From an optimization exercise on the open Yosys and OpenROAD flow, aimed at small area, a short achievable clock period and few clock cycles per item; shortcuts taken in it are not production practice.
Only simulation tests tie the RTL to the original design; equivalence was not proved.
Power is estimated from default activity; no workload was simulated.

==> design.v <==
`default_nettype none
package scs_pkg;
  localparam int KEY_W          = 32;
  localparam int VAL_W          = 32;
  localparam int CFG_W          = 5;
  localparam int MIN_CAPACITY   = 2;
  localparam int RESET_CAPACITY = 16;
  localparam logic [1:0] OP_GET = 2'd0;
  localparam logic [1:0] OP_PUT = 2'd1;
  localparam logic [1:0] OP_DEL = 2'd2;
  localparam logic [1:0] OP_REF = 2'd3;
endpackage
`default_nettype wire
`default_nettype none
module second_chance_cache_set_top #(
  parameter int MAX_ENTRIES = 16
) (
  input  wire logic              clk_i,
  input  wire logic              rst_ni,
  input  wire logic              cfg_we_i,
  input  wire logic [scs_pkg::CFG_W-1:0]  cfg_wdata_i,
  input  wire logic              s_axis_tvalid,
  output logic                   s_axis_tready,
  input  wire logic [63:0]       s_axis_tdata,
  input  wire logic [1:0]        s_axis_tuser,
  output logic                   m_axis_tvalid,
  input  wire logic              m_axis_tready,
  output logic [39:0]            m_axis_tdata,
  output logic [0:0]             m_axis_tuser
);
  localparam int N         = MAX_ENTRIES;
  localparam int P         = MAX_ENTRIES + 1;    
  localparam int KW        = scs_pkg::KEY_W;
  localparam int VW        = scs_pkg::VAL_W;
  localparam int CNT_W     = $clog2(N + 1);
  localparam int CAP_RESET = (scs_pkg::RESET_CAPACITY > N) ? N : scs_pkg::RESET_CAPACITY;
  localparam int RES_W     = VW + 2;   
  logic          req_v_q;
  logic [1:0]    req_op_q;
  logic [KW-1:0] req_key_q;
  logic [VW-1:0] req_val_q;
  logic [P-1:0]  eq_q;      
  logic          eqp_q;     
  logic [P-1:0]  new_q;     
  logic          new_any_q;
  logic [P*KW-1:0] keys_q;
  logic [P*VW-1:0] vals_q;
  logic [P-1:0]    valid_q;
  logic [P-1:0]    ref_q;
  logic [P-1:0]    spare_q;    
  logic [P*P-1:0]  bef_q;      
  logic [CNT_W-1:0] count_q;
  logic [CNT_W-1:0] cap_q;
  logic             full_q;     
  logic             s_ready_q;   
  logic             m_v_q, sk_v_q;
  logic [RES_W-1:0] m_q, sk_q;
  logic exec, take;
  assign exec          = req_v_q & ~sk_v_q;
  assign take          = s_ready_q;           
  assign s_axis_tready = s_ready_q;
  assign m_axis_tvalid = m_v_q;
  assign m_axis_tdata  = {7'b0, m_q[VW:0]};
  assign m_axis_tuser  = m_q[VW+1];
  logic [P-1:0] ahead [P];
  always_comb begin
    for (int s = 0; s < P; s++) begin
      for (int j = 0; j < P; j++) begin
        if (j < s)       ahead[s][j] = bef_q[j*P+s];
        else if (j > s)  ahead[s][j] = ~bef_q[s*P+j];
        else             ahead[s][j] = 1'b0;
      end
    end
  end
  logic [P-1:0] hit, cand, pred_c, pred_v, victim_c, head, victim, free_next;
  logic         hit_any, any_cand, full;
  logic [VW-1:0] rd_val;
  logic          rd_ref;
  always_comb begin
    for (int s = 0; s < P; s++) begin
      hit[s] = (valid_q[s] & ~new_q[s] & eq_q[s]) | (new_q[s] & eqp_q);
    end
    hit_any  = |(valid_q & ~new_q & eq_q) | (eqp_q & new_any_q);
    cand     = valid_q & ~ref_q;
    any_cand = |cand;
    for (int s = 0; s < P; s++) begin
      pred_c[s]   = |(cand & ahead[s]);
      pred_v[s]   = |(valid_q & ahead[s]);
      victim_c[s] = cand[s] & ~pred_c[s];
      head[s]     = valid_q[s] & ~pred_v[s];
    end
    victim = any_cand ? victim_c : head;
    for (int s = 0; s < P; s++) begin
      free_next[s] = ~(valid_q[s] | spare_q[s]);
      for (int j = 0; j < s; j++) free_next[s] = free_next[s] & (valid_q[j] | spare_q[j]);
    end
    full = full_q;
    rd_val = '0;
    rd_ref = 1'b0;
    for (int s = 0; s < P; s++) begin
      rd_val = rd_val | (vals_q[s*VW +: VW] & {VW{hit[s]}});
      rd_ref = rd_ref | (ref_q[s] & hit[s]);
    end
  end
  logic is_get, is_put, is_del, is_ref;
  assign is_get = (req_op_q == scs_pkg::OP_GET);
  assign is_put = (req_op_q == scs_pkg::OP_PUT);
  assign is_del = (req_op_q == scs_pkg::OP_DEL);
  assign is_ref = (req_op_q == scs_pkg::OP_REF);
  logic put_miss, put_hit, evict, rot_en, del_hit;
  logic [P-1:0] ins, wr_val, set_ref, clr_ref, rot, kill;
  always_comb begin
    put_miss = exec & is_put & ~hit_any;
    put_hit  = exec & is_put;
    evict    = put_miss & full;
    rot_en   = evict & any_cand;
    del_hit  = exec & is_del & hit_any;
    ins      = {P{put_miss}} & spare_q;
    wr_val   = spare_q | ({P{put_hit}} & hit);
    set_ref  = {P{exec & (is_get | is_put)}} & hit;
    clr_ref  = {P{evict}} & ref_q & ~pred_c;
    rot      = {P{rot_en}} & valid_q & ref_q & ~pred_c;
    kill     = ({P{exec & is_del}} & hit) | ({P{evict}} & victim);
  end
  logic [RES_W-1:0] res;
  assign res = {~hit_any & ~is_put, is_ref & rd_ref, is_get ? rd_val : {VW{1'b0}}};
  logic [KW-1:0] in_key;
  logic [P-1:0]  eq_d;
  logic          eqp_d;
  assign in_key = s_axis_tdata[KW-1:0];
  assign eqp_d  = (in_key == req_key_q);
  always_comb begin
    for (int s = 0; s < P; s++) eq_d[s] = (keys_q[s*KW +: KW] == in_key);
  end
  always_ff @(posedge clk_i) begin
    for (int s = 0; s < P; s++) begin
      if (spare_q[s]) keys_q[s*KW +: KW] <= req_key_q;
      if (wr_val[s])  vals_q[s*VW +: VW] <= req_val_q;
      if (ins[s])          ref_q[s] <= 1'b0;
      else if (clr_ref[s]) ref_q[s] <= 1'b0;
      else if (set_ref[s]) ref_q[s] <= 1'b1;
    end
    for (int i = 0; i < P; i++) begin
      for (int j = 0; j < P; j++) begin
        if (j <= i) begin
        end else if (ins[i])           bef_q[i*P+j] <= 1'b0;
        else if (ins[j])               bef_q[i*P+j] <= 1'b1;
        else if (rot[i] & ~rot[j])     bef_q[i*P+j] <= 1'b0;
        else if (rot[j] & ~rot[i])     bef_q[i*P+j] <= 1'b1;
      end
    end
    if (take) begin
      req_op_q  <= s_axis_tuser;
      req_key_q <= s_axis_tdata[31:0];
      req_val_q <= s_axis_tdata[63:32];
      eq_q      <= eq_d;
      eqp_q     <= eqp_d;
    end
    if (sk_v_q) begin
      if (m_axis_tready) m_q <= sk_q;
    end else if (exec) begin
      if (~m_v_q | m_axis_tready) m_q <= res;
      else                        sk_q <= res;
    end
  end
  logic req_v_d, sk_v_d;
  logic [CNT_W-1:0] count_d, cap_d, count_inc, count_dec;
  assign count_inc = count_q + 1'b1;
  assign count_dec = count_q - 1'b1;
  always_comb begin
    if (put_miss & ~full) count_d = count_inc;
    else if (del_hit)     count_d = count_dec;
    else                  count_d = count_q;
    cap_d = cap_q;
    if (cfg_we_i && (cfg_wdata_i >= scs_pkg::CFG_W'(scs_pkg::MIN_CAPACITY))) begin
      if (32'(cfg_wdata_i) > 32'(N)) cap_d = CNT_W'(N);
      else                           cap_d = CNT_W'(cfg_wdata_i);
    end
  end
  always_comb begin
    if (take) req_v_d = s_axis_tvalid;
    else      req_v_d = req_v_q;           
    sk_v_d = sk_v_q;
    if (sk_v_q) begin
      if (m_axis_tready) sk_v_d = 1'b0;
    end else if (exec) begin
      if (m_v_q & ~m_axis_tready) sk_v_d = 1'b1;
    end
  end
  always_ff @(posedge clk_i or negedge rst_ni) begin
    if (!rst_ni) begin
      req_v_q   <= 1'b0;
      s_ready_q <= 1'b0;
      new_q     <= '0;
      new_any_q <= 1'b0;
      valid_q   <= '0;
      spare_q   <= P'(1);
      count_q   <= '0;
      cap_q     <= CNT_W'(CAP_RESET);
      full_q    <= 1'b0;
      m_v_q     <= 1'b0;
      sk_v_q    <= 1'b0;
    end else begin
      req_v_q   <= req_v_d;
      sk_v_q    <= sk_v_d;
      s_ready_q <= ~req_v_d | ~sk_v_d;
      if (take) new_q <= ins;
      if (take) new_any_q <= put_miss;
      valid_q <= (valid_q & ~kill) | ins;
      if (put_miss) spare_q <= full ? victim : free_next;
      count_q <= count_d;
      cap_q   <= cap_d;
      full_q  <= (count_d >= cap_d);
      if (sk_v_q) begin
      end else if (exec) begin
        m_v_q <= 1'b1;
      end else if (m_axis_tready) begin
        m_v_q <= 1'b0;
      end
    end
  end
endmodule
`default_nettype wire
==> run.sh <==
#!/bin/bash
# synth_recipe.tcl (not shown) runs the flow's synth.tcl, then flattens the netlist and writes it again
# the make line also repeats each setting of config.mk as NAME=value (left out here)
make -C /OpenROAD-flow-scripts/flow DESIGN_CONFIG=/design/flow/config.mk WORK_HOME=/design/flow/orfs CLKGATE_MAP_FILE= SYNTH_SCRIPT=/design/flow/synth_recipe.tcl finish
==> config.mk <==
export PLATFORM = sky130hd
export DESIGN_NAME = second_chance_cache_set_top
export DESIGN_NICKNAME = second_chance_cache_set_top
export VERILOG_FILES = /design/flow/design.v
export SDC_FILE = /design/flow/constraint.sdc
export NUM_CORES = 4
export LEC_CHECK = 0
export CAP_MARGIN = 20
export CORE_MARGIN = 2
export CORE_UTILIZATION = 40
export CTS_CLUSTER_DIAMETER = 100
export CTS_CLUSTER_SIZE = 22
export SETUP_SLACK_MARGIN = 3.3
export SLEW_MARGIN = 20
==> constraint.sdc <==
create_clock -name core_clock -period 6.0 [get_ports {clk_i}]
set_input_delay 1.2000 -clock core_clock [delete_from_list [all_inputs] [get_ports {clk_i}]]
set_output_delay 1.2000 -clock core_clock [all_outputs]
set_load 0.01 [all_outputs]
==> results of run 1 <==
==> routing by layer <==
metal | part of all wire (%) | track usage [%] | wire length, um | vias up
met2 | 44 | 42.8 | 102000 | 3021
li1 | - | - | - | 17600
met1 | 40 | 40.1 | 93000 | 22100
met4 | 5.3 | 12.6 | 12500 | 10
met5 | 0.021 | 0 | 50 | -
met3 | 11 | 5.73 | 26400 | 636
==> sequential cells by signal, summed over array words and instances (netlist names), 32 cells and up <==
| register | flops |
|---|---|
| sk_q | 34 |
| req_val_q | 32 |
| m_q | 34 |
| ahead | 136 |
| req_key_q | 32 |
| keys_q | 544 |
| vals_q | 544 |
==> cells in the mapped netlist, types with 63 or more instances <==
| library cell | count |
|---|---|
| nor2_1 | 129 |
| nor4_1 | 161 |
| buf_2 | 76 |
| clkbuf_1 | 172 |
| edfxtp_1 | 1240 |
| inv_1 | 63 |
| a22oi_1 | 261 |
| xor2_1 | 576 |
| dfrtp_1 | 65 |
| nand4_1 | 87 |
| nor3b_1 | 86 |
| nand3b_1 | 115 |
| a21oi_1 | 124 |
| dfxtp_1 | 153 |
| nand2_1 | 213 |
| o31ai_1 | 63 |
| o21ai_0 | 69 |
==> worst paths after layout <==
path | end | cells past startpoint | slack [ns] | start
max | ahead[15][10] | 11 | 2.96 | ref_q[15]
min in group core_clock | count_q[4] | 1 | 0.48 | count_q[4]
min | full_q | 1 | 0.24 | rst_ni
max in group asynchronous | spare_q[15] | 2 | 4.62 | rst_ni
max reg2reg | ahead[15][10] | 11 | 2.96 | ref_q[15]
min reg2reg | count_q[4] | 1 | 0.48 | count_q[4]
==> report_power, final <==
| part | total (mW) | internal [mW] | switching [mW] | leakage (nW) |
|---|---|---|---|---|
| registers | 12.5 | 12.1 | 0.451 | 13.5 |
| clock network | 5.76 | 2.43 | 3.33 | 1.07 |
| logic | 3.56 | 1.17 | 2.39 | 9.06 |
==> worst max-delay path: stages (launching register included) <==
cell	delay, ns
dfxtp_1	0.32
buf_4	0.35
nand2b_4	0.37
nand2_1	0.10
nand4b_1	0.29
buf_4	0.21
o2111ai_4	0.38
buf_12	0.21
buf_12	0.13
or2_4	0.18
nand2_1	0.09
a311oi_2	0.28
==> cell families (layout without fill, tap and decap cells) <==
group,Yosys count,in the layout,share of synthesized area [%]
adder cells (fa/ha/maj),7,7,0.142
multiplexers,53,53,0.965
AND/OR/NAND/NOR,1050,1062,9.72
AO/OA/AOI/OAI,887,887,10.6
flip-flops,1460,1460,67.9
XOR/XNOR,580,580,8.21
buffers and inverters,362,657,2.53
other,1,10,0.00606
==> what timing repair did <==
| item | 4_1_cts | 5_1_grt |
|---|---|---|
| pin swaps | 49 | 102 |
| setup buffers | 94 | 91 |
| setup endpoints to repair | 872 | 301 |
| gates resized for setup | 389 | 247 |
| cloned | 9 | 11 |
==> layout make-up <==
class	count	area [sq um]
fillers	13500	81900
flip-flops and latches	1460	42100
multi-input cells	2596	20300
repair buffers	486	4530
well taps	2044	2560
clock buffers	95	2000
inverters	65	278
clock inverters	11	223
diodes	3	7.51
==> through the flow <==
step | util (%) | total power, mW | area (sq um) | hold WS [ns] | std cells
2_1_floorplan | - | 14.0 | 62000 | 0.451 | 4406
3_3_place_gp | 42.7 | 15.5 | 65700 | 0.475 | 6446
3_5_place_dp | 42.7 | 15.5 | 65700 | 0.478 | 6446
4_1_cts | 45.5 | 21.6 | 70000 | 0.213 | 6655
5_1_grt | 46.8 | 22.4 | 72000 | 0.234 | 6757
6_report | 46.8 | 21.8 | 72000 | 0.243 | 6760
==> results.toml, run 1 <==
[clock_tree]
clk_latency_ns = 0.76
cts_buffer_depth = 3
cts-buffers-inserted = 77
htreeDepth = 3
hold_buffers = 0
clk_pin_slew_ns = 0.11
cts_root_buffer = "clkbuf_16"
cts_sinks = 1460
cts_tree = "done"

[grt]
track_usage_pct = 28.5
grt.overflow.total = 0
grt_pass1_vias = 40400
antenna_found_initial = 12
grt_max_degree = 60
grt_pass1_wl_mm = 319

[synth]
synth_flop_cell = "edfxtp_1"
synth_edf_count = 1240
async_flop_share_pct = 4.59
synth_seq_cells = 1460
synth_area_leaders = "edfxtp_1, xor2_1, dfxtp_1"
post-synth-top-area-fraction_pct = 60.2
yosysWarnings = 2
avgSynthCellArea_sq_um = 14.1
syn_area_sq_um = 61900
synth_cell_types = 86
synth_cells = 4400
seq_area_frac_synth_pct = 67.9
yosysTopAreaCell = "edfxtp_1"

[worst_setup_path]
end_kind = "flop"
crit_required_ns = 6.66
worstPathArrival_ns = 3.70
path_max_fanout = 14
crit_type = "reg2reg"
startpoint_type = "flop"

[detailed_routing]
viasPerCell = 6.42
first_iter_violations = 6916
drcViolationCount = 0
num_vias = 43400
drtPass1Iterations = 10
wirelength_mm = 234
antenna_left = 0
wl_per_cell_um = 34.6

[status]
status = "timing/DRC/antenna clean"

[sta]
slew_headroom_pct = 25.3
tns_ns = 0
rsz0062_at_grt = "yes"
finalHoldViolations = 0
setup_ws_ns = 2.96
period_minus_slack_ns = 3.04
setup_violations = 0
max_freq_ghz = 0.329
min_period_over_period_pct = 50.6
worst_slew_pin_slew_ns = 1.12
slew_viol_final = 0
fin_skew_ns = 0.0808

[floorplan]
die_h_um = 397
ioPinCount = 119
start_util_pct = 40.2
placeableCoreArea_sq_um = 154000
rows = 144
die_x_um = 397
die-area_sq_um = 158000

[placed_design]
dp_slack_ns = 1.95
io_buffers = 111
post-dp-hpwl_mm = 141
place_congestion = 1.06

[flow_run]
cap_violations = 0

[finish]
mostFrequentLayoutCells = "edfxtp_1, xor2_1, buf_4"
drive_gt1_share_pct = 20.0
area_growth_pct = 16.4
layout_commonest_cell = "edfxtp_1"
fin_nets = 4769

[pwr]
vdd_drop_max_uv = 216
p_leak_nw = 23.6
powerDensity_nw_per_um2 = 303

[worst_hold_path]
min_path_type = "in2async"
Testbench counts, summed over its fixed seeds: cycles 20,016, requests 20,000.
==> run 2: changes to the inputs <==
--- a/config.mk
+++ b/config.mk
@@ -10,5 +10,5 @@
 export CORE_UTILIZATION = 40
 export CTS_CLUSTER_DIAMETER = 100
 export CTS_CLUSTER_SIZE = 22
-export SETUP_SLACK_MARGIN = 3.3
+export SETUP_SLACK_MARGIN = 3.6
 export SLEW_MARGIN = 20
==> results.toml, run 2 <==
[status]
status = "timing/DRC/antenna clean"

[grt]
grt_pass1_wl_mm = 335
grt_max_degree = 103
track_usage_pct = 30.1
grt_pass1_vias = 41700
antenna_found_initial = 8
grt.overflow.total = 0

[synth]
yosysWarnings = 2
synth_edf_count = 1240
synth_area_leaders = "edfxtp_1, xor2_1, dfxtp_1"
synth_cells = 4400
seq_area_frac_synth_pct = 67.9
avgSynthCellArea_sq_um = 14.1
synth_cell_types = 86
synth_seq_cells = 1460
yosys-top-cells-count = "edfxtp_1, xor2_1, a22oi_1"
async_flop_share_pct = 4.59
synth.most_common_cell = "edfxtp_1"
syn_area_sq_um = 61900
post-synth-top-area-fraction_pct = 60.2
synth_flop_cell = "edfxtp_1"
yosysTopAreaCell = "edfxtp_1"

[worst_setup_path]
path_max_fanout = 32
end_kind = "flop"
crit_path_start = "valid_q[0]"
crit_required_ns = 6.63
worstPathArrival_ns = 3.73
startpoint_type = "flop"
timing.rr.end = "full_q"
regToRegSetupSlack_ns = 2.90
crit_type = "reg2reg"
worstReg2RegStart = "valid_q[0]"
ff2ff_path_depth = 16

[pwr]
p_comb_share_pct = 17.6
powerDensity_nw_per_um2 = 299
p_int_mw = 16.0
totalPowerFinal_mw = 22.5
vdd_drop_max_uv = 246
p_leak_nw = 25.0
p_switching_mw = 6.46
p_seq_share_pct = 56.1
clockPowerShare_pct = 26.2
swShare_pct = 28.8

[sta]
finalHoldViolations = 0
slew_viol_final = 0
setup_ws_ns = 2.90
setup_violations = 0
hold_slack_ns = 0.236
worst_slew_pin_slew_ns = 1.25
period_minus_slack_ns = 3.10
slew_headroom_pct = 16.5
fin_skew_ns = 0.0739
rsz0062_at_grt = "yes"
min_period_over_period_pct = 51.7
tns_ns = 0
max_freq_ghz = 0.322

[placed_design]
io_buffers = 111
post-dp-hpwl_mm = 145
dp_slack_ns = 1.78
place_congestion = 1.05
dpl_cell_area_sq_um = 65800
placed_cells = 6454

[clock_tree]
htreeDepth = 3
cts_root_buffer = "clkbuf_16"
hold_buffers = 0
cts_buffer_depth = 3
clk_latency_ns = 0.78
cts_sinks = 1460
clk_pin_slew_ns = 0.11
cts-buffers-inserted = 79
cts_tree = "done"

[finish]
area_growth_pct = 21.3
layoutNonFillerInstCount = 6906
drive_gt1_share_pct = 26.2
stdcell_area_sq_um = 75100
layout_commonest_cell = "edfxtp_1"
fin_nets = 4913
final_util_pct = 48.8
mostFrequentLayoutCells = "edfxtp_1, xor2_1, buf_4"

[detailed_routing]
drtPass1Iterations = 10
wl_per_cell_um = 35.7
wirelength_mm = 246
first_iter_violations = 7148
num_vias = 44700
drcViolationCount = 0
viasPerCell = 6.47
antenna_left = 0

[floorplan]
placeableCoreArea_sq_um = 154000
start_util_pct = 40.2
die_h_um = 397
rows = 144
die-area_sq_um = 158000
ioPinCount = 119
die_x_um = 397

[worst_hold_path]
min_path_type = "in2async"

[flow_run]
cap_violations = 0
[run 2: changes by cell type in the layout (fill, tap and decap cells not counted), moves of 17 or more]
cell           before  now
nand2_2            28   48
nand2_1           173  145
buf_6              36   95
buf_8               7   29
o21ai_2             2   19
dlygate4sd2_1      44    0
o21ai_0            60   33
buf_2               7   45
buf_4             294  315
buf_12             32   72
[run 2: routing by layer]
layer | up-vias | GRT usage, % | part of all wire, %
met1 | 22900 | 41.8 | 39
met3 | 754 | 6.31 | 11
met4 | 2 | 14.4 | 5.9
met2 | 3116 | 45.1 | 44
met5 | - | 0 | 0.0053
li1 | 17900 | - | -
[run 2: power by group through the flow]
stage                     Sequential (mW)  Combinational [mW]  Clock (mW)
after floorplan                      12.8                1.26           0
after global placement               12.9                2.69           0
after detailed placement             12.9                2.69           0
after CTS                            12.6                3.53        5.95
after global routing                 12.7                4.03        6.28
final                                12.6                3.96        5.89
[run 2: area by class of cell]
| class | count | area [sq um] |
|---|---|---|
| Antenna cell | 3 | 7.51 |
| Clock buffer | 96 | 2050 |
| Clock inverter | 14 | 239 |
| Fill cell | 13200 | 78800 |
| Inverter | 65 | 275 |
| Multi-Input combinational cell | 2596 | 21400 |
| Sequential cell | 1460 | 42100 |
| Tap cell | 2044 | 2560 |
| Timing Repair Buffer | 628 | 6470 |
[run 2: worst max-delay path: stages (launching register included)]
cell and delay, ns:
dfrtp_1 0.43, buf_12 0.19, nand3b_1 0.16, nand4_1 0.15, buf_4 0.19, nor2_4 0.31
a21oi_2 0.19, nor2_4 0.16, xnor2_2 0.13, inv_1 0.07, ha_1 0.27, nand2b_4 0.13
a21o_1 0.15, a21oi_1 0.11, nor2b_1 0.05, o21ai_1 0.12, nand2b_1 0.07
[run 2: cell families after synthesis]
kind of cell | Yosys count | share of synthesized area (%)
flops | 1460 | 67.9
fa+ha+maj | 7 | 0.142
compound gates | 887 | 10.6
buf+inv | 362 | 2.53
other cells | 1 | 0.00606
simple gates | 1050 | 9.72
mux | 53 | 0.965
xor+xnor | 580 | 8.21
[run 2: repair_timing]
item	CTS	global route
cloned	18	6
endpoints found under the setup margin	877	836
setup buffers	205	110
gates resized for setup	922	256
pin swaps	201	121
[run 2: how the worst max path moves through the flow]
| stage | to | slack (ns) | depth (start not counted) |
|---|---|---|---|
| 4_1_cts | full_q | 2.91 | 16 |
| 6_report | full_q | 2.90 | 16 |
| 2_1_floorplan | full_q | 3.23 | 15 |
| 3_5_place_dp | eq_q[14] | 1.78 | 6 |
| 3_3_place_gp | eq_q[14] | 1.80 | 6 |
| 5_1_grt | full_q | 2.78 | 16 |
==> run 3: changes to the inputs <==
--- a/config.mk
+++ b/config.mk
@@ -8,7 +8,6 @@
 export CAP_MARGIN = 20
 export CORE_MARGIN = 2
 export CORE_UTILIZATION = 40
-export CTS_CLUSTER_DIAMETER = 100
-export CTS_CLUSTER_SIZE = 22
-export SETUP_SLACK_MARGIN = 3.6
+export CTS_BUF_LIST = sky130_fd_sc_hd__clkbuf_8
+export SETUP_SLACK_MARGIN = 3.3
 export SLEW_MARGIN = 20
==> results.toml, run 3 <==
[status]
status = "timing/DRC/antenna clean"

[pwr]
powerDensity_nw_per_um2 = 329
totalPowerFinal_mw = 24.5
p_seq_share_pct = 51.2
swShare_pct = 28.9
clockPowerShare_pct = 34.1
vdd_drop_max_uv = 234
p_switching_mw = 7.09
p_comb_share_pct = 14.7
p_int_mw = 17.4
p_leak_nw = 25.2

[flow_run]
cap_violations = 0

[sta]
tns_ns = 0
max_freq_ghz = 0.335
fin_skew_ns = 0.0728
slew_viol_final = 0
slew_headroom_pct = 25.0
rsz0062_at_grt = "yes"
worst_slew_pin_slew_ns = 1.12
setup_violations = 0
finalHoldViolations = 0
period_minus_slack_ns = 2.98
min_period_over_period_pct = 49.7

[synth]
synth_area_leaders = "edfxtp_1, xor2_1, dfxtp_1"
post-synth-top-area-fraction_pct = 60.2
avgSynthCellArea_sq_um = 14.1
synth.most_common_cell = "edfxtp_1"
yosysTopAreaCell = "edfxtp_1"
yosys-top-cells-count = "edfxtp_1, xor2_1, a22oi_1"
synth_cell_types = 86
async_flop_share_pct = 4.59
synth_cells = 4400
syn_area_sq_um = 61900
synth_flop_cell = "edfxtp_1"
seq_area_frac_synth_pct = 67.9
synth_seq_cells = 1460
yosysWarnings = 2
synth_edf_count = 1240

[detailed_routing]
wirelength_mm = 238
first_iter_violations = 6780
viasPerCell = 6.29
wl_per_cell_um = 33.7
num_vias = 44500
drcViolationCount = 0
drtPass1Iterations = 9
antenna_left = 0

[worst_setup_path]
crit_required_ns = 6.88
startpoint_type = "flop"
end_kind = "flop"
cp_num_buf_inv = 2
critPathTopFamily = "simple AND/OR/NAND/NOR gates"
path_max_fanout = 4
worstPathArrival_ns = 3.87
crit_type = "reg2reg"
cp_slowest_cell = "dfrtp_4"
path_cells = "nand3b_1, nand4_1, or3_4, nor4_4, buf_6, nor2_4, xnor2_2, inv_1, ha_1, nand2b_4, a21o_1, a21oi_2, nor2b_1, o21ai_1, nand2b_1"
cpPeakStageDelay_ns = 0.57

[finish]
fill_cells = 13400
layoutNonFillerInstCount = 7074
stdcell_area_sq_um = 74600
mostFrequentLayoutCells = "edfxtp_1, xor2_1, buf_4"
drive_gt1_share_pct = 24.7
layout_commonest_cell = "edfxtp_1"
final_util_pct = 48.5
fin_nets = 4920
area_growth_pct = 20.7

[floorplan]
die-area_sq_um = 158000
ioPinCount = 119
die_x_um = 397
start_util_pct = 40.2
rows = 144
placeableCoreArea_sq_um = 154000
die_h_um = 397

[grt]
grt.overflow.total = 0
antenna_found_initial = 10
grt_max_degree = 60
grt_pass1_wl_mm = 326
track_usage_pct = 29.1
grt_pass1_vias = 42100

[clock_tree]
clk_pin_slew_ns = 0.07
cts_buffer_depth = 3
htreeDepth = 4
cts_sinks = 1460
cts_root_buffer = "clkbuf_8"
clk_latency_ns = 1.05
cts_tree = "done"
cts-buffers-inserted = 233

[placed_design]
io_buffers = 111
place_congestion = 1.06
dpl_cell_area_sq_um = 65700
post-dp-hpwl_mm = 141
placed_cells = 6446

[worst_hold_path]
min_path_type = "reg2reg"
-- run 3: stage by stage --
stage / hold WS, ns / setup slack (ns)
6_report: 0.487 / 3.02
5_1_grt: 0.504 / 2.90
4_1_cts: 0.475 / 3.00
3_5_place_dp: 0.478 / 1.95
3_3_place_gp: 0.475 / 1.89
2_1_floorplan: 0.451 / 3.23
-- run 3: layer usage --
layer	global-route usage, %	routed length [um]
met5	0	27
met4	13.5	13100
met3	7.25	27200
met2	43.4	104000
met1	40.1	94400
-- run 3: final cells by class --
| type | instances | area, sq um | area share (%) |
|---|---|---|---|
| sequential | 1460 | 42100 | 56.3 |
| multi-input combinational | 2596 | 20700 | 27.7 |
| timing repair buffer | 481 | 4430 | 5.94 |
| clock buffer | 244 | 3360 | 4.50 |
| tap | 2044 | 2560 | 3.43 |
| clock inverter | 182 | 1260 | 1.68 |
| inverter | 65 | 274 | 0.367 |
| antenna | 2 | 5.00 | 0.00671 |
-- run 3: worst paths after layout --
kind                                    end       start  slack, ns  depth (start not counted)
worst max-delay path                 full_q  valid_q[5]       3.02                         15
worst min-delay path             count_q[4]  count_q[4]       0.49                          1
worst max register to register       full_q  valid_q[5]       3.02                         15
worst min register to register   count_q[4]  count_q[4]       0.49                          1
max in group asynchronous       valid_q[11]      rst_ni       4.29                          3
min in group asynchronous          cap_q[1]      rst_ni       0.53                          2
-- run 3: power by group through the flow --
| stage | clock network [mW] | registers [mW] | logic [mW] |
|---|---|---|---|
| floorplan | 0 | 12.8 | 1.25 |
| global placement | 0 | 12.7 | 2.76 |
| detailed placement | 0 | 12.8 | 2.76 |
| CTS | 8.48 | 12.5 | 3.26 |
| global route | 8.95 | 12.6 | 3.71 |
| finish | 8.37 | 12.6 | 3.61 |
-- run 3: timing repair --
action                                  in CTS  in global routing
gates cloned                                10                 10
pin swaps                                   65                177
endpoints found under the setup margin     841                276
hold buffers                                 1                  0
setup buffers                               99                 80
resized for setup                          504                331
hold endpoints to repair                     7                  0
-- run 3: worst reg2reg max path, stage by stage, from the launching register on --
cell and delay, ns:
dfrtp_4 0.57, nand3b_1 0.16, nand4_1 0.14, or3_4 0.45, nor4_4 0.18, buf_6 0.17
nor2_4 0.04, xnor2_2 0.17, inv_1 0.06, ha_1 0.26, nand2b_4 0.13, a21o_1 0.18
a21oi_2 0.11, nor2b_1 0.05, o21ai_1 0.12, nand2b_1 0.06
-- run 3: logic make-up after synthesis --
family | count (synthesis) | share of synthesized area (%)
other | 1 | 0.00606
AND/OR/NAND/NOR | 1050 | 9.72
AO/OA/AOI/OAI | 887 | 10.6
XOR/XNOR | 580 | 8.21
multiplexers | 53 | 0.965
flip-flops | 1460 | 67.9
adder cells (fa/ha/maj) | 7 | 0.142
buffers and inverters | 362 | 2.53
==> run 4: changes to the inputs <==
--- a/design.v
+++ b/design.v
@@ -107,20 +107,21 @@
   assign is_put = (req_op_q == scs_pkg::OP_PUT);
   assign is_del = (req_op_q == scs_pkg::OP_DEL);
   assign is_ref = (req_op_q == scs_pkg::OP_REF);
-  logic put_miss, put_hit, evict, rot_en, del_hit;
-  logic [P-1:0] ins, wr_val, set_ref, clr_ref, rot, kill;
+  logic put_miss, put_hit, del_hit;
+  logic [P-1:0] ins, wr_val, set_ref, rotc, rot, clr_ref, valid_m, spare_m, valid_o;
   always_comb begin
     put_miss = exec & is_put & ~hit_any;
     put_hit  = exec & is_put;
-    evict    = put_miss & full;
-    rot_en   = evict & any_cand;
     del_hit  = exec & is_del & hit_any;
     ins      = {P{put_miss}} & spare_q;
     wr_val   = spare_q | ({P{put_hit}} & hit);
     set_ref  = {P{exec & (is_get | is_put)}} & hit;
-    clr_ref  = {P{evict}} & ref_q & ~pred_c;
-    rot      = {P{rot_en}} & valid_q & ref_q & ~pred_c;
-    kill     = ({P{exec & is_del}} & hit) | ({P{evict}} & victim);
+    rotc     = {P{full & any_cand}} & valid_q & ref_q & ~pred_c;
+    rot      = {P{put_miss}} & rotc;
+    clr_ref  = {P{put_miss & full}} & ref_q & ~pred_c;
+    valid_m  = (valid_q & ~({P{full}} & victim)) | spare_q;
+    spare_m  = full ? victim : free_next;
+    valid_o  = valid_q & ~({P{exec & is_del}} & hit);
   end
   logic [RES_W-1:0] res;
   assign res = {~hit_any & ~is_put, is_ref & rd_ref, is_get ? rd_val : {VW{1'b0}}};
@@ -165,6 +166,7 @@
   end
   logic req_v_d, sk_v_d;
   logic [CNT_W-1:0] count_d, cap_d, count_inc, count_dec;
+  logic             full_d;
   assign count_inc = count_q + 1'b1;
   assign count_dec = count_q - 1'b1;
   always_comb begin
@@ -176,6 +178,9 @@
       if (32'(cfg_wdata_i) > 32'(N)) cap_d = CNT_W'(N);
       else                           cap_d = CNT_W'(cfg_wdata_i);
     end
+    if (put_miss & ~full) full_d = (count_inc >= cap_d);
+    else if (del_hit)     full_d = (count_dec >= cap_d);
+    else                  full_d = (count_q >= cap_d);
   end
   always_comb begin
     if (take) req_v_d = s_axis_tvalid;
@@ -206,11 +211,11 @@
       s_ready_q <= ~req_v_d | ~sk_v_d;
       if (take) new_q <= ins;
       if (take) new_any_q <= put_miss;
-      valid_q <= (valid_q & ~kill) | ins;
-      if (put_miss) spare_q <= full ? victim : free_next;
+      valid_q <= put_miss ? valid_m : valid_o;
+      if (put_miss) spare_q <= spare_m;
       count_q <= count_d;
       cap_q   <= cap_d;
-      full_q  <= (count_d >= cap_d);
+      full_q  <= full_d;
       if (sk_v_q) begin
       end else if (exec) begin
         m_v_q <= 1'b1;
==> results.toml, run 4 <==
[pwr]
clockPowerShare_pct = 27.4
powerDensity_nw_per_um2 = 377
p_switching_mw = 10.2
p_int_mw = 19.6
vdd_drop_max_uv = 240
p_seq_share_pct = 46.4
swShare_pct = 34.2
p_comb_share_pct = 26.3
p_leak_nw = 27.4

[synth]
synth_area_leaders = "edfxtp_1, xor2_1, dfxtp_1"
synth_cells = 4533
async_flop_share_pct = 4.59
synth_flop_cell = "edfxtp_1"
synth_edf_count = 1240
yosysTopAreaCell = "edfxtp_1"
yosys-top-cells-count = "edfxtp_1, xor2_1, a22oi_1"
synth_cell_types = 92
yosysWarnings = 2
avgSynthCellArea_sq_um = 13.7
synth.most_common_cell = "edfxtp_1"
syn_area_sq_um = 62300
synth_seq_cells = 1460
post-synth-top-area-fraction_pct = 59.8
seq_area_frac_synth_pct = 67.4

[sta]
min_period_over_period_pct = 50.2
tns_ns = 0
slew_headroom_pct = 23.8
worst_slew_pin_slew_ns = 1.13
setup_violations = 0
fin_skew_ns = 0.0800
rsz0062_at_grt = "yes"
finalHoldViolations = 0
max_freq_ghz = 0.332
period_minus_slack_ns = 3.01
slew_viol_final = 0

[flow_run]
cap_violations = 0

[clock_tree]
htreeDepth = 4
cts_root_buffer = "clkbuf_8"
cts_buffer_depth = 3
clk_latency_ns = 1.02
hold_buffers = 0
clk_pin_slew_ns = 0.06
cts_sinks = 1460
cts-buffers-inserted = 235
cts_tree = "done"

[floorplan]
die_h_um = 399
ioPinCount = 119
placeableCoreArea_sq_um = 154000
start_util_pct = 40.3
die_x_um = 399
rows = 144
die-area_sq_um = 159000

[finish]
layout_commonest_cell = "edfxtp_1"
drive_gt1_share_pct = 28.9
fin_nets = 5243
area_growth_pct = 26.8
mostFrequentLayoutCells = "edfxtp_1, xor2_1, buf_4"
fill_cells = 13000
layoutNonFillerInstCount = 7394

[grt]
track_usage_pct = 32.5
grt_pass1_wl_mm = 360
grt.overflow.total = 0
antenna_found_initial = 18
grt_max_degree = 62
grt_pass1_vias = 44700

[worst_setup_path]
ff2ff_path_depth = 14
worstReg2RegStart = "valid_q[0]"
startpoint_type = "flop"
crit_end = "ahead[9][2]"
crit_type = "reg2reg"
worstPathArrival_ns = 3.89
crit_path_start = "valid_q[0]"
regToRegSetupSlack_ns = 2.99
end_kind = "flop"
crit_required_ns = 6.88
timing.rr.end = "ahead[9][2]"
path_max_fanout = 5

[detailed_routing]
drcViolationCount = 0
antenna_left = 0
wirelength_mm = 273
drtPass1Iterations = 8
wl_per_cell_um = 36.9
num_vias = 48000
viasPerCell = 6.49
first_iter_violations = 7625

[worst_hold_path]
min_path_type = "in2async"

[placed_design]
place_congestion = 1.07
post-dp-hpwl_mm = 154
io_buffers = 111
placed_cells = 6576

[status]
status = "timing/DRC/antenna clean"
-- run 4: cell count changes after synthesis, sizes merged, moves of 50 or more --
cell / previous run / this run
nor3b: 87 / 35
a211oi: 16 / 132
clkbuf: 172 / 242
o31ai: 63 / 7
nor4: 169 / 219
nor3: 48 / 101
-- run 4: cell families (layout without fill, tap and decap cells) --
group | Yosys count | in the layout | share of synthesized area (%)
AOI/OAI and AO/OA | 981 | 987 | 11.3
xor gates and xnor gates | 586 | 586 | 8.24
adders and majority gates | 16 | 16 | 0.321
buffers and inverters | 400 | 1177 | 2.60
DFF | 1460 | 1460 | 67.4
muxes | 50 | 50 | 0.904
other | 1 | 15 | 0.00602
and+or+nand+nor | 1039 | 1059 | 9.19
-- run 4: how the worst min path moves through the flow --
stage	start	end	slack [ns]	cells past startpoint
after floorplan	cap_q[0]	cap_q[0]	0.46	2
after detailed placement	req_key_q[8]	keys_q[200]	0.45	0
after global placement	req_key_q[8]	keys_q[200]	0.44	0
after CTS	rst_ni	count_q[1]	0.005	1
final	rst_ni	spare_q[14]	0.06	1
after global routing	rst_ni	cap_q[0]	0.04	1
-- run 4: power groups by stage --
stage / registers (mW) / logic (mW) / clock network, mW
floorplan: 13.9 / 2.66 / 0
global placement: 14.0 / 5.29 / 0
detailed placement: 14.1 / 5.27 / 0
CTS: 13.8 / 6.54 / 8.21
global route: 13.9 / 7.96 / 8.65
finish: 13.8 / 7.83 / 8.15
-- run 4: critical path: stages, from the launching register on --
cell      delay [ns]
dfrtp_4         0.53
buf_6           0.15
nand3b_1        0.19
nand4_1         0.16
or4_4           0.56
nor2_4          0.18
buf_12          0.15
buf_12          0.11
buf_12          0.12
nand2_8         0.10
buf_12          0.15
buf_16          0.14
buf_12          0.13
nor4_4          0.12
nor3_1          0.06
-- run 4: area by class of cell --
class | instances | area (sq um) | share of cell area, %
flip-flops and latches | 1460 | 42100 | 53.3
clock inverters | 181 | 970 | 1.23
repair buffers | 673 | 7120 | 9.01
multi-input cells | 2705 | 22500 | 28.5
well taps | 2044 | 2560 | 3.24
clock buffers | 247 | 3400 | 4.30
diodes | 8 | 20.0 | 0.0254
inverters | 76 | 328 | 0.415
-- run 4: per-stage QoR --
step                      hold slack, ns  total power [mW]  setup slack, ns  instance area [sq um]  util [%]
after CTS                        0.00500              28.5             3.08                  75000      48.6
after detailed placement           0.449              19.3             1.83                  66500      43.0
after floorplan                    0.461              16.5             3.03                  62400         -
after global placement             0.435              19.3             1.84                  66400      43.0
final                             0.0603              29.8             2.99                  79000      51.1
after global routing              0.0399              30.5             2.99                  79000      51.1
-- run 4: routing by layer --
layer	wire, um	global-route usage [%]
met5	351	0
met4	19400	17.1
met3	35900	10.4
met2	114000	47.4
met1	103000	43.4
-- run 4: timing repair --
| action | CTS | global route |
|---|---|---|
| hold endpoints to repair | 0 | 0 |
| setup endpoints to repair | 877 | 360 |
| resized for setup | 644 | 499 |
| pin swaps | 139 | 209 |
| setup buffers | 175 | 156 |
| cloned | 28 | 23 |
Testbench counts of run 4, summed over its fixed seeds: cycles 20,016, requests 20,000.
==> run 5: changes to the inputs <==
--- a/config.mk
+++ b/config.mk
@@ -8,6 +8,6 @@
 export CAP_MARGIN = 20
 export CORE_MARGIN = 2
 export CORE_UTILIZATION = 40
-export CTS_BUF_LIST = sky130_fd_sc_hd__clkbuf_8
+export CTS_BUF_LIST = sky130_fd_sc_hd__clkbuf_4 sky130_fd_sc_hd__clkbuf_8
 export SETUP_SLACK_MARGIN = 3.3
 export SLEW_MARGIN = 20
==> results.toml, run 5 <==
[floorplan]
die_x_um = 399
die-area_sq_um = 159000
ioPinCount = 119
start_util_pct = 40.3
rows = 144
placeableCoreArea_sq_um = 154000
die_h_um = 399

[synth]
synth_flop_cell = "edfxtp_1"
async_flop_share_pct = 4.59
avgSynthCellArea_sq_um = 13.7
post-synth-top-area-fraction_pct = 59.8
yosysTopAreaCell = "edfxtp_1"
synth.most_common_cell = "edfxtp_1"
yosys-top-cells-count = "edfxtp_1, xor2_1, a22oi_1"
synth_edf_count = 1240
synth_cell_types = 92
seq_area_frac_synth_pct = 67.4
syn_area_sq_um = 62300
synth_cells = 4533
synth_seq_cells = 1460
synth_area_leaders = "edfxtp_1, xor2_1, dfxtp_1"
yosysWarnings = 2

[worst_setup_path]
path_cells = "buf_6, buf_12, buf_12, nor2b_4, a2111oi_4, nand4_1, or4_4, or2_4, nor3b_4, a311oi_1"
cp_num_buf_inv = 3
cpMostUsedCell = "buf_12"
worstPathArrival_ns = 3.89
crit_type = "reg2reg"
path_max_fanout = 6
end_kind = "flop"
critPathTopFamily = "simple AND/OR/NAND/NOR gates"
crit_required_ns = 6.85
startpoint_type = "flop"
cp_slowest_cell = "or4_4"
cpPeakStageDelay_ns = 0.62

[finish]
mostFrequentLayoutCells = "edfxtp_1, xor2_1, buf_4"
area_growth_pct = 26.8
fin_nets = 5229
stdcell_area_sq_um = 79000
layout_commonest_cell = "edfxtp_1"
drive_gt1_share_pct = 29.7

[sta]
tns_ns = 0
fin_skew_ns = 0.0726
slew_headroom_pct = 26.7
rsz0062_at_grt = "yes"
setup_ws_ns = 2.95
max_freq_ghz = 0.328
min_period_over_period_pct = 50.8
period_minus_slack_ns = 3.05
worst_slew_pin_slew_ns = 1.10
slew_viol_final = 0
finalHoldViolations = 0
setup_violations = 0

[clock_tree]
hold_buffers = 0
cts_sinks = 1460
htreeDepth = 4
cts_tree = "done"
cts_root_buffer = "clkbuf_8"
cts_buffer_depth = 3
clk_pin_slew_ns = 0.07
cts-buffers-inserted = 235
clk_latency_ns = 1.01

[grt]
grt_pass1_vias = 44800
grt.overflow.total = 0
antenna_found_initial = 17
track_usage_pct = 32.6
grt_pass1_wl_mm = 361
grt_max_degree = 62

[pwr]
powerDensity_nw_per_um2 = 383
vdd_drop_max_uv = 251
p_leak_nw = 27.1
totalPowerFinal_mw = 30.2

[placed_design]
place_congestion = 1.07
dpl_cell_area_sq_um = 66500
post-dp-hpwl_mm = 154
io_buffers = 111
dp_slack_ns = 1.83

[flow_run]
cap_violations = 0

[worst_hold_path]
min_path_type = "in2async"

[detailed_routing]
drcViolationCount = 0
first_iter_violations = 7688
wirelength_mm = 274
antenna_left = 0
num_vias = 48000
drtPass1Iterations = 21
viasPerCell = 6.51
wl_per_cell_um = 37.1

[status]
status = "timing/DRC/antenna clean"
-- run 5: cell count changes in the layout (fill, tap and decap cells not counted), sizes merged --
cell	previous run	this run
diode	8	11
nand3	65	64
clkbuf	260	333
inv	143	72
buf	595	580
-- run 5: final cells by class --
class | instances | area, sq um
fill | 13000 | 75500
sequential | 1460 | 42100
multi-input combinational | 2704 | 22400
timing repair buffer | 660 | 6970
clock buffer | 318 | 3930
tap | 2044 | 2560
clock inverter | 110 | 703
inverter | 76 | 328
antenna | 11 | 27.5
-- run 5: worst paths after layout --
path,slack (ns),end,cells past startpoint,from
min in group core_clock,0.46,keys_q[200],0,req_key_q[8]
max in group asynchronous,4.60,valid_q[3],2,rst_ni
max,2.95,ahead[3][1],10,valid_q[0]
min reg2reg,0.46,keys_q[200],0,req_key_q[8]
min,0.05,spare_q[14],1,rst_ni
max reg2reg,2.95,ahead[3][1],10,valid_q[0]
-- run 5: per-stage QoR --
step | utilization (%) | instances | hold WS [ns]
floorplan | - | 4539 | 0.461
detailed placement | 43.0 | 6576 | 0.449
global placement | 43.0 | 6575 | 0.435
finish | 51.1 | 7383 | 0.0521
global route | 51.1 | 7377 | 0.0410
CTS | 48.8 | 7209 | 0.00500
-- run 5: cell families after synthesis --
| kind of cell | Yosys count | share of synthesized area [%] |
|---|---|---|
| DFF | 1460 | 67.4 |
| and+or+nand+nor | 1039 | 9.19 |
| AOI/OAI and AO/OA | 981 | 11.3 |
| xor gates and xnor gates | 586 | 8.24 |
| buffers and inverters | 400 | 2.60 |
| muxes | 50 | 0.904 |
| adders and majority gates | 16 | 0.321 |
| other | 1 | 0.00602 |
-- run 5: worst reg2reg max path: stages (launching register included) --
cell and delay, ns:
dfrtp_4 0.52, buf_6 0.15, buf_12 0.12, buf_12 0.12
nor2b_4 0.14, a2111oi_4 0.30, nand4_1 0.24, or4_4 0.62
or2_4 0.38, nor3b_4 0.23, a311oi_1 0.06
-- run 5: layer usage --
metal,track usage (%),wire length [um],up-vias
li1,-,-,19000
met1,43.6,104000,24200
met2,47.5,115000,3728
met3,9.97,35100,1085
met4,17.7,19300,14
met5,0,264,-
-- run 5: repair_timing --
action | CTS | global route
pin swaps | 139 | 182
gates cloned | 29 | 22
setup endpoints to repair | 877 | 358
resized for setup | 645 | 459
setup buffers | 176 | 141
-- run 5: power by group --
group / internal, mW / switching, mW
logic: 2.69 / 5.15
clock network: 4.44 / 4.17
registers: 12.9 / 0.923
==> run 6: changes to the inputs <==
--- a/design.v
+++ b/design.v
@@ -39,10 +39,7 @@
   logic [1:0]    req_op_q;
   logic [KW-1:0] req_key_q;
   logic [VW-1:0] req_val_q;
-  logic [P-1:0]  eq_q;      
-  logic          eqp_q;     
-  logic [P-1:0]  new_q;     
-  logic          new_any_q;
+  logic [P-1:0]  hit_q;     
   logic [P*KW-1:0] keys_q;
   logic [P*VW-1:0] vals_q;
   logic [P-1:0]    valid_q;
@@ -72,24 +69,22 @@
       end
     end
   end
-  logic [P-1:0] hit, cand, pred_c, pred_v, victim_c, head, victim, free_next;
+  logic [P-1:0] hit, cand, vmask, pred_c, victim, free_next;
   logic         hit_any, any_cand, full;
   logic [VW-1:0] rd_val;
   logic          rd_ref;
   always_comb begin
     for (int s = 0; s < P; s++) begin
-      hit[s] = (valid_q[s] & ~new_q[s] & eq_q[s]) | (new_q[s] & eqp_q);
-    end
-    hit_any  = |(valid_q & ~new_q & eq_q) | (eqp_q & new_any_q);
+      hit[s] = hit_q[s];
+    end
+    hit_any  = |hit_q;
     cand     = valid_q & ~ref_q;
     any_cand = |cand;
-    for (int s = 0; s < P; s++) begin
-      pred_c[s]   = |(cand & ahead[s]);
-      pred_v[s]   = |(valid_q & ahead[s]);
-      victim_c[s] = cand[s] & ~pred_c[s];
-      head[s]     = valid_q[s] & ~pred_v[s];
-    end
-    victim = any_cand ? victim_c : head;
+    vmask = any_cand ? cand : valid_q;
+    for (int s = 0; s < P; s++) begin
+      pred_c[s] = |(vmask & ahead[s]);
+    end
+    victim = vmask & ~pred_c;
     for (int s = 0; s < P; s++) begin
       free_next[s] = ~(valid_q[s] | spare_q[s]);
       for (int j = 0; j < s; j++) free_next[s] = free_next[s] & (valid_q[j] | spare_q[j]);
@@ -118,7 +113,7 @@
     set_ref  = {P{exec & (is_get | is_put)}} & hit;
     rotc     = {P{full & any_cand}} & valid_q & ref_q & ~pred_c;
     rot      = {P{put_miss}} & rotc;
-    clr_ref  = {P{put_miss & full}} & ref_q & ~pred_c;
+    clr_ref  = {P{put_miss & full}} & ref_q & ~(pred_c & {P{any_cand}});
     valid_m  = (valid_q & ~({P{full}} & victim)) | spare_q;
     spare_m  = full ? victim : free_next;
     valid_o  = valid_q & ~({P{exec & is_del}} & hit);
@@ -126,12 +121,14 @@
   logic [RES_W-1:0] res;
   assign res = {~hit_any & ~is_put, is_ref & rd_ref, is_get ? rd_val : {VW{1'b0}}};
   logic [KW-1:0] in_key;
-  logic [P-1:0]  eq_d;
+  logic [P-1:0]  eq_d, valid_d, hit_d;
   logic          eqp_d;
   assign in_key = s_axis_tdata[KW-1:0];
   assign eqp_d  = (in_key == req_key_q);
   always_comb begin
     for (int s = 0; s < P; s++) eq_d[s] = (keys_q[s*KW +: KW] == in_key);
+    valid_d = put_miss ? valid_m : valid_o;
+    hit_d   = (eq_d & valid_d & ~ins) | ({P{eqp_d}} & ins);
   end
   always_ff @(posedge clk_i) begin
     for (int s = 0; s < P; s++) begin
@@ -154,8 +151,7 @@
       req_op_q  <= s_axis_tuser;
       req_key_q <= s_axis_tdata[31:0];
       req_val_q <= s_axis_tdata[63:32];
-      eq_q      <= eq_d;
-      eqp_q     <= eqp_d;
+      hit_q     <= hit_d;
     end
     if (sk_v_q) begin
       if (m_axis_tready) m_q <= sk_q;
@@ -196,8 +192,6 @@
     if (!rst_ni) begin
       req_v_q   <= 1'b0;
       s_ready_q <= 1'b0;
-      new_q     <= '0;
-      new_any_q <= 1'b0;
       valid_q   <= '0;
       spare_q   <= P'(1);
       count_q   <= '0;
@@ -209,9 +203,7 @@
       req_v_q   <= req_v_d;
       sk_v_q    <= sk_v_d;
       s_ready_q <= ~req_v_d | ~sk_v_d;
-      if (take) new_q <= ins;
-      if (take) new_any_q <= put_miss;
-      valid_q <= put_miss ? valid_m : valid_o;
+      valid_q <= valid_d;
       if (put_miss) spare_q <= spare_m;
       count_q <= count_d;
       cap_q   <= cap_d;
--- a/config.mk
+++ b/config.mk
@@ -8,6 +8,6 @@
 export CAP_MARGIN = 20
 export CORE_MARGIN = 2
 export CORE_UTILIZATION = 40
-export CTS_BUF_LIST = sky130_fd_sc_hd__clkbuf_4 sky130_fd_sc_hd__clkbuf_8
+export CTS_BUF_LIST = sky130_fd_sc_hd__clkbuf_8
 export SETUP_SLACK_MARGIN = 3.3
 export SLEW_MARGIN = 20
==> results.toml, run 6 <==
[grt]
track_usage_pct = 30.5
grt.overflow.total = 0
grt_max_degree = 83
grt_pass1_vias = 41800
grt_pass1_wl_mm = 329
antenna_found_initial = 8

[sta]
tns_ns = 0
max_freq_ghz = 0.317
fin_skew_ns = 0.0765
setup_violations = 0
slew_viol_final = 0
slew_headroom_pct = 28.3
period_minus_slack_ns = 3.15
rsz0062_at_grt = "yes"
setup_ws_ns = 2.85
worst_slew_pin_slew_ns = 1.08
hold_slack_ns = 0.351
finalHoldViolations = 0
min_period_over_period_pct = 52.5

[worst_hold_path]
min_path_type = "in2async"

[clock_tree]
clk_latency_ns = 1.02
clk_pin_slew_ns = 0.06
cts_sinks = 1441
htreeDepth = 4
cts_buffer_depth = 3
cts_tree = "done"
cts_root_buffer = "clkbuf_8"
cts-buffers-inserted = 233

[floorplan]
rows = 142
start_util_pct = 40.3
die-area_sq_um = 155000
ioPinCount = 119
die_h_um = 393
die_x_um = 393
placeableCoreArea_sq_um = 150000

[pwr]
powerDensity_nw_per_um2 = 483
p_seq_share_pct = 45.2
p_int_mw = 22.6
clockPowerShare_pct = 22.4
vdd_drop_max_uv = 338
p_comb_share_pct = 32.4
swShare_pct = 37.5
p_switching_mw = 13.6
p_leak_nw = 26.2

[flow_run]
cap_violations = 0

[detailed_routing]
wl_per_cell_um = 34.3
viasPerCell = 6.28
num_vias = 44000
drtPass1Iterations = 9
antenna_left = 0
first_iter_violations = 6655
drcViolationCount = 0
wirelength_mm = 241

[finish]
mostFrequentLayoutCells = "edfxtp_1, xnor2_1, buf_4"
drive_gt1_share_pct = 27.2
fill_cells = 12700
area_growth_pct = 23.8
stdcell_area_sq_um = 75000
layoutNonFillerInstCount = 7005
layout_commonest_cell = "edfxtp_1"
fin_nets = 4892

[worst_setup_path]
crit_type = "reg2reg"
path_max_fanout = 5
path_cells = "buf_12, clkinvlp_4, o22ai_1, or4_4, nor4_4, o221ai_4, a211o_4, a21oi_4, o41ai_2"
startpoint_type = "flop"
crit_required_ns = 6.74
cpPeakStageDelay_ns = 0.54
worstPathArrival_ns = 3.89
end_kind = "flop"
cp_slowest_cell = "dfrtp_4"

[synth]
synth.most_common_cell = "edfxtp_1"
avgSynthCellArea_sq_um = 14.3
syn_area_sq_um = 60600
post-synth-top-area-fraction_pct = 61.4
synth_flop_cell = "edfxtp_1"
seq_area_frac_synth_pct = 68.5
async_flop_share_pct = 3.40
yosysTopAreaCell = "edfxtp_1"
yosys-top-cells-count = "edfxtp_1, xnor2_1, a22oi_1"
synth_seq_cells = 1441
synth_edf_count = 1239
yosysWarnings = 2
synth_area_leaders = "edfxtp_1, xnor2_1, dfxtp_1"
synth_cell_types = 90
synth_cells = 4241

[placed_design]
placed_cells = 6289
dpl_cell_area_sq_um = 64900
post-dp-hpwl_mm = 140
dp_slack_ns = 1.48
place_congestion = 1.03
io_buffers = 111

[status]
status = "timing/DRC/antenna clean"
==> run 6: changes by cell type after synthesis, sizes merged, moves of 49 or more <==
cell	change
xnor2	+384
nand4	+68
a211oi	-117
nand3b	-63
o21ai	-61
maj3	+103
clkbuf	-54
nor4	-128
nor3	-51
o21a	+49
xor2	-384
==> run 6: power groups by stage <==
stage	sequential, mW	combinational (mW)	clock [mW]
2_1_floorplan	15.7	4.69	0
3_3_place_gp	16.4	8.31	0
3_5_place_dp	16.4	8.35	0
4_1_cts	16.2	10.7	8.18
5_1_grt	16.5	12.0	8.61
6_report	16.4	11.7	8.09
==> run 6: routing by layer <==
| layer | GRT usage (%) | vias up | wire length, um |
|---|---|---|---|
| met2 | 45.8 | 3249 | 106000 |
| met5 | 0 | - | 34 |
| met1 | 41.7 | 22400 | 94100 |
| met3 | 7.32 | 714 | 28400 |
| li1 | - | 17600 | - |
| met4 | 14.1 | 4 | 12300 |
==> run 6: through the flow <==
step | power, mW | utilization (%)
floorplan | 20.4 | -
global placement | 24.7 | 43.2
detailed placement | 24.8 | 43.2
CTS | 35.1 | 48.9
global route | 37.1 | 49.9
finish | 36.2 | 49.9
==> run 6: worst max-delay path, delay by kind of cell, from the launching register on <==
family | cells | cell delay, ns
flops | 1 | 0.54
simple gates | 2 | 1.07
buf+inv | 2 | 0.31
compound gates | 5 | 0.96
==> run 6: repair_timing <==
item,4_1_cts,5_1_grt
pin swaps,173,162
hold buffers,0,0
buffers inserted,209,67
setup endpoints to repair,389,254
gates resized for setup,723,241
gates cloned,11,5
==> run 6: path summary, 6_finish.rpt <==
path | from | cells past startpoint | slack [ns] | end
setup / recovery | valid_q[13] | 9 | 2.85 | hit_q[0]
hold / removal | rst_ni | 2 | 0.35 | cap_q[3]
setup reg to reg | valid_q[13] | 9 | 2.85 | hit_q[0]
hold reg to reg | ahead[16][15] | 1 | 0.47 | ahead[16][15]
max in group asynchronous | rst_ni | 2 | 5.03 | spare_q[5]
min in group core_clock | ahead[16][15] | 1 | 0.47 | ahead[16][15]
==> run 6: area by class of cell <==
class / count / area [sq um] / share of cell area [%]
Clock buffer: 243 / 3340 / 4.46
Antenna cell: 3 / 7.51 / 0.0100
Inverter: 70 / 292 / 0.389
Clock inverter: 178 / 1010 / 1.35
Tap cell: 2016 / 2520 / 3.36
Timing Repair Buffer: 595 / 6030 / 8.04
Multi-Input combinational cell: 2459 / 20200 / 26.9
Sequential cell: 1441 / 41600 / 55.5
==> run 6: logic make-up (layout without fill, tap and decap cells) <==
logic type / Yosys count / after routing / share of synthesized area, %
buf+inv: 349 / 1086 / 2.30
compound gates: 872 / 872 / 10.7
flops: 1441 / 1441 / 68.5
simple gates: 834 / 836 / 7.23
other cells: 1 / 10 / 0.00619
mux: 39 / 39 / 0.717
xor+xnor: 586 / 586 / 8.48
fa+ha+maj: 119 / 119 / 2.05
Testbench counts of run 6, summed over its fixed seeds: cycles 20,016, requests 20,000.
==> run 7: changes to the inputs <==
--- a/config.mk
+++ b/config.mk
@@ -8,6 +8,7 @@
 export CAP_MARGIN = 20
 export CORE_MARGIN = 2
 export CORE_UTILIZATION = 40
-export CTS_BUF_LIST = sky130_fd_sc_hd__clkbuf_8
+export CTS_CLUSTER_DIAMETER = 100
+export CTS_CLUSTER_SIZE = 22
 export SETUP_SLACK_MARGIN = 3.3
 export SLEW_MARGIN = 20
==> results.toml, run 7 <==
[grt]
track_usage_pct = 30.0
grt_pass1_vias = 40100
grt-busiest-layer = "met2"
grt_pass1_wl_mm = 325
gr-usage-met3_pct = 6.97
grt_use_met2_pct = 45.0
grt.met1_usage_pct = 41.9
grt_max_degree = 83
grt.overflow.total = 0
antenna_found_initial = 7

[worst_hold_path]
holdPathStages = 1
holdPathEnd = "ahead[16][15]"
min_from = "ahead[16][15]"
min_path_type = "reg2reg"

[clock_tree]
clk_latency_ns = 0.74
cts-buffers-inserted = 78
cts_buffer_depth = 3
hold_buffers = 0
clk_pin_slew_ns = 0.11
cts_root_buffer = "clkbuf_16"
cts_sinks = 1441
htreeDepth = 3
cts_tree = "done"

[synth]
yosys.area_share.xor_xnor_pct = 8.48
synthMuxAreaShare_pct = 0.717
synth_cell_types = 90
synth_flop_cell = "edfxtp_1"
yosysWarnings = 2
seq_area_frac_synth_pct = 68.5
yosys.area_share.simple_pct = 7.23
avgSynthCellArea_sq_um = 14.3
synth_seq_cells = 1441
synth_compound_area_share_pct = 10.7
yosysTopAreaCell = "edfxtp_1"
synth_cells = 4241
synth_edf_count = 1239
synth_area_leaders = "edfxtp_1, xnor2_1, dfxtp_1"
synth.most_common_cell = "edfxtp_1"
post-synth-top-area-fraction_pct = 61.4
syn_area_sq_um = 60600
yosys-top-cells-count = "edfxtp_1, xnor2_1, a22oi_1"
synthAdderAreaFrac_pct = 2.05
async_flop_share_pct = 3.40
synth_top_family_by_area = "compound AO/OA/AOI/OAI gates"

[worst_setup_path]
cp_num_buf_inv = 1
path_cells = "nor2b_4, or4_4, nor4_4, nand2_2, buf_12, or4_4, a21oi_4, o21ai_2, a22o_1"
regToRegSetupSlack_ns = 2.82
cpMostUsedCell = "or4_4"
crit_type = "reg2reg"
worstReg2RegStart = "valid_q[1]"
cpPeakStageDelay_ns = 0.58
worstPathArrival_ns = 3.69
cp_slowest_cell = "or4_4"
end_kind = "flop"
crit_required_ns = 6.50
critPathTopFamily = "simple AND/OR/NAND/NOR gates"
ff2ff_path_depth = 9
timing.rr.end = "hit_q[6]"
startpoint_type = "flop"
path_max_fanout = 5

[sta]
period_minus_slack_ns = 3.18
slew_headroom_pct = 25.5
tns_ns = 0
max_freq_ghz = 0.314
min_period_over_period_pct = 53.1
rsz0062_at_grt = "yes"
worst_slew_pin_slew_ns = 1.12
fin_skew_ns = 0.0764
setup_violations = 0
slew_viol_final = 0
finalHoldViolations = 0

[finish]
regArea_sq_um = 41600
fill_cells = 12900
area_growth_pct = 20.4
multiInputGateArea_sq_um = 20100
fin_nets = 4743
layout_commonest_cell = "edfxtp_1"
stdcell_area_sq_um = 72900
drive_gt1_share_pct = 23.7
mostFrequentLayoutCells = "edfxtp_1, xnor2_1, buf_4"
final_util_pct = 48.6

[floorplan]
placeableCoreArea_sq_um = 150000
die_h_um = 393
ioPinCount = 119
start_util_pct = 40.3
rows = 142
die_x_um = 393
die-area_sq_um = 155000

[detailed_routing]
viasPerCell = 6.39
drtPass1Iterations = 8
num_vias = 42800
wl_per_cell_um = 35.5
first_iter_violations = 6711
wirelength_mm = 238
antenna_left = 0
drcViolationCount = 0

[pwr]
p_leak_nw = 24.8
vdd_drop_max_uv = 295
powerDensity_nw_per_um2 = 469
totalPowerFinal_mw = 34.2

[placed_design]
post-dp-hpwl_mm = 140
io_buffers = 111
place_congestion = 1.03
dpl_cell_area_sq_um = 64900

[flow_run]
cap_violations = 0

[status]
status = "timing/DRC/antenna clean"
==> run 7: per-stage QoR <==
step | std cells | setup WS [ns] | hold slack (ns)
floorplan | 4247 | 3.11 | 0.426
detailed placement | 6289 | 1.48 | 0.445
finish | 6698 | 2.82 | 0.490
global route | 6697 | 2.80 | 0.517
global placement | 6288 | 1.48 | 0.435
CTS | 6606 | 2.95 | 0.468
==> run 7: report_power, final <==
part / switching [mW] / internal (mW) / total, mW / leakage, nW
logic: 7.35 / 4.68 / 12.0 / 9.99
clock network: 3.40 / 2.51 / 5.91 / 1.10
registers: 2.14 / 14.2 / 16.3 / 13.7
==> run 7: worst max-delay path by stage <==
| stage | to | slack, ns | depth (start not counted) | start |
|---|---|---|---|---|
| floorplan | full_q | 3.11 | 13 | cfg_wdata_i[2] |
| global placement | hit_q[11] | 1.48 | 7 | s_axis_tdata[6] |
| detailed placement | hit_q[11] | 1.48 | 7 | s_axis_tdata[16] |
| CTS | ahead[13][0] | 2.95 | 12 | valid_q[1] |
| global route | ahead[10][3] | 2.80 | 10 | hit_q[1] |
| finish | hit_q[6] | 2.82 | 9 | valid_q[1] |
==> run 7: cell families after synthesis <==
logic type,count (synthesis)
other,1
buffers and inverters,349
XOR/XNOR,586
multiplexers,39
AO/OA/AOI/OAI,872
flip-flops,1441
AND/OR/NAND/NOR,834
adder cells (fa/ha/maj),119
==> run 7: cell type report <==
type / count / area share (%)
clock inverters: 15 / 0.384
diodes: 2 / 0.00686
inverters: 70 / 0.400
flip-flops and latches: 1441 / 57.0
clock buffers: 94 / 2.77
well taps: 2016 / 3.46
multi-input cells: 2461 / 27.5
repair buffers: 599 / 8.42
==> run 7: metal layers <==
metal / routed length [um] / up-vias
li1: - / 17200
met1: 94100 / 21900
met2: 103000 / 3060
met3: 28100 / 667
met4: 12100 / 6
met5: 41 / -
==> run 7: timing repair <==
action                                  4_1_cts  5_1_grt
resized for setup                           601      234
pin swaps                                   118      138
buffers inserted                            200       85
endpoints found under the setup margin      364      216
cloned                                        8        4

[static timing again, ports no longer ideal]
No port has a modelled driver above. Below, the same layouts with a new extraction and two added sets of constraints. Step 1, drivers: a clkbuf_16 drives clk_i and a buf_2 each remaining input, both assumed. Step 2 moves the port delays by t, midway between the first and last clock arrival at a register: inputs arrive t later, outputs are due t later. That takes back most of the time a late clock gives input paths. Three values: ideal ports, drivers, drivers and shift; two values: the first two.
| run | t (ns) | setup WS [ns] | hold slack, ns | worst setup path at the end | worst register clock-pin slew, ns |
|---|---|---|---|---|---|
| run 1 | 0.814 | 2.963 / 2.963 / 2.576 | 0.243 / 0.186 / 0.485 | input to register | 0.11 / 0.11 |
| run 2 | 0.829 | 2.896 / 2.896 / 2.533 | 0.236 / 0.184 / 0.462 | input to register | 0.11 / 0.11 |
| run 3 | 1.073 | 3.017 / 3.017 / 2.263 | 0.487 / 0.470 / 0.487 | input to register | 0.09 / 0.09 |
| run 4 | 1.054 | 2.988 / 2.988 / 2.242 | 0.060 / 0.012 / 0.455 | input to register | 0.08 / 0.08 |
| run 5 | 1.058 | 2.951 / 2.951 / 2.277 | 0.052 / -0.004 / 0.456 | input to register | 0.07 / 0.07 |
| run 6 | 1.066 | 2.849 / 2.849 / 2.032 | 0.351 / 0.294 / 0.474 | input to register | 0.08 / 0.08 |
| run 7 | 0.788 | 2.815 / 2.815 / 2.336 | 0.490 / 0.490 / 0.490 | input to register | 0.11 / 0.11 |
After both steps every run listed still meets setup and hold. The setup slack of run 6, which loses most, moves by 0.000 ns with the drivers and by -0.817 ns with both steps.
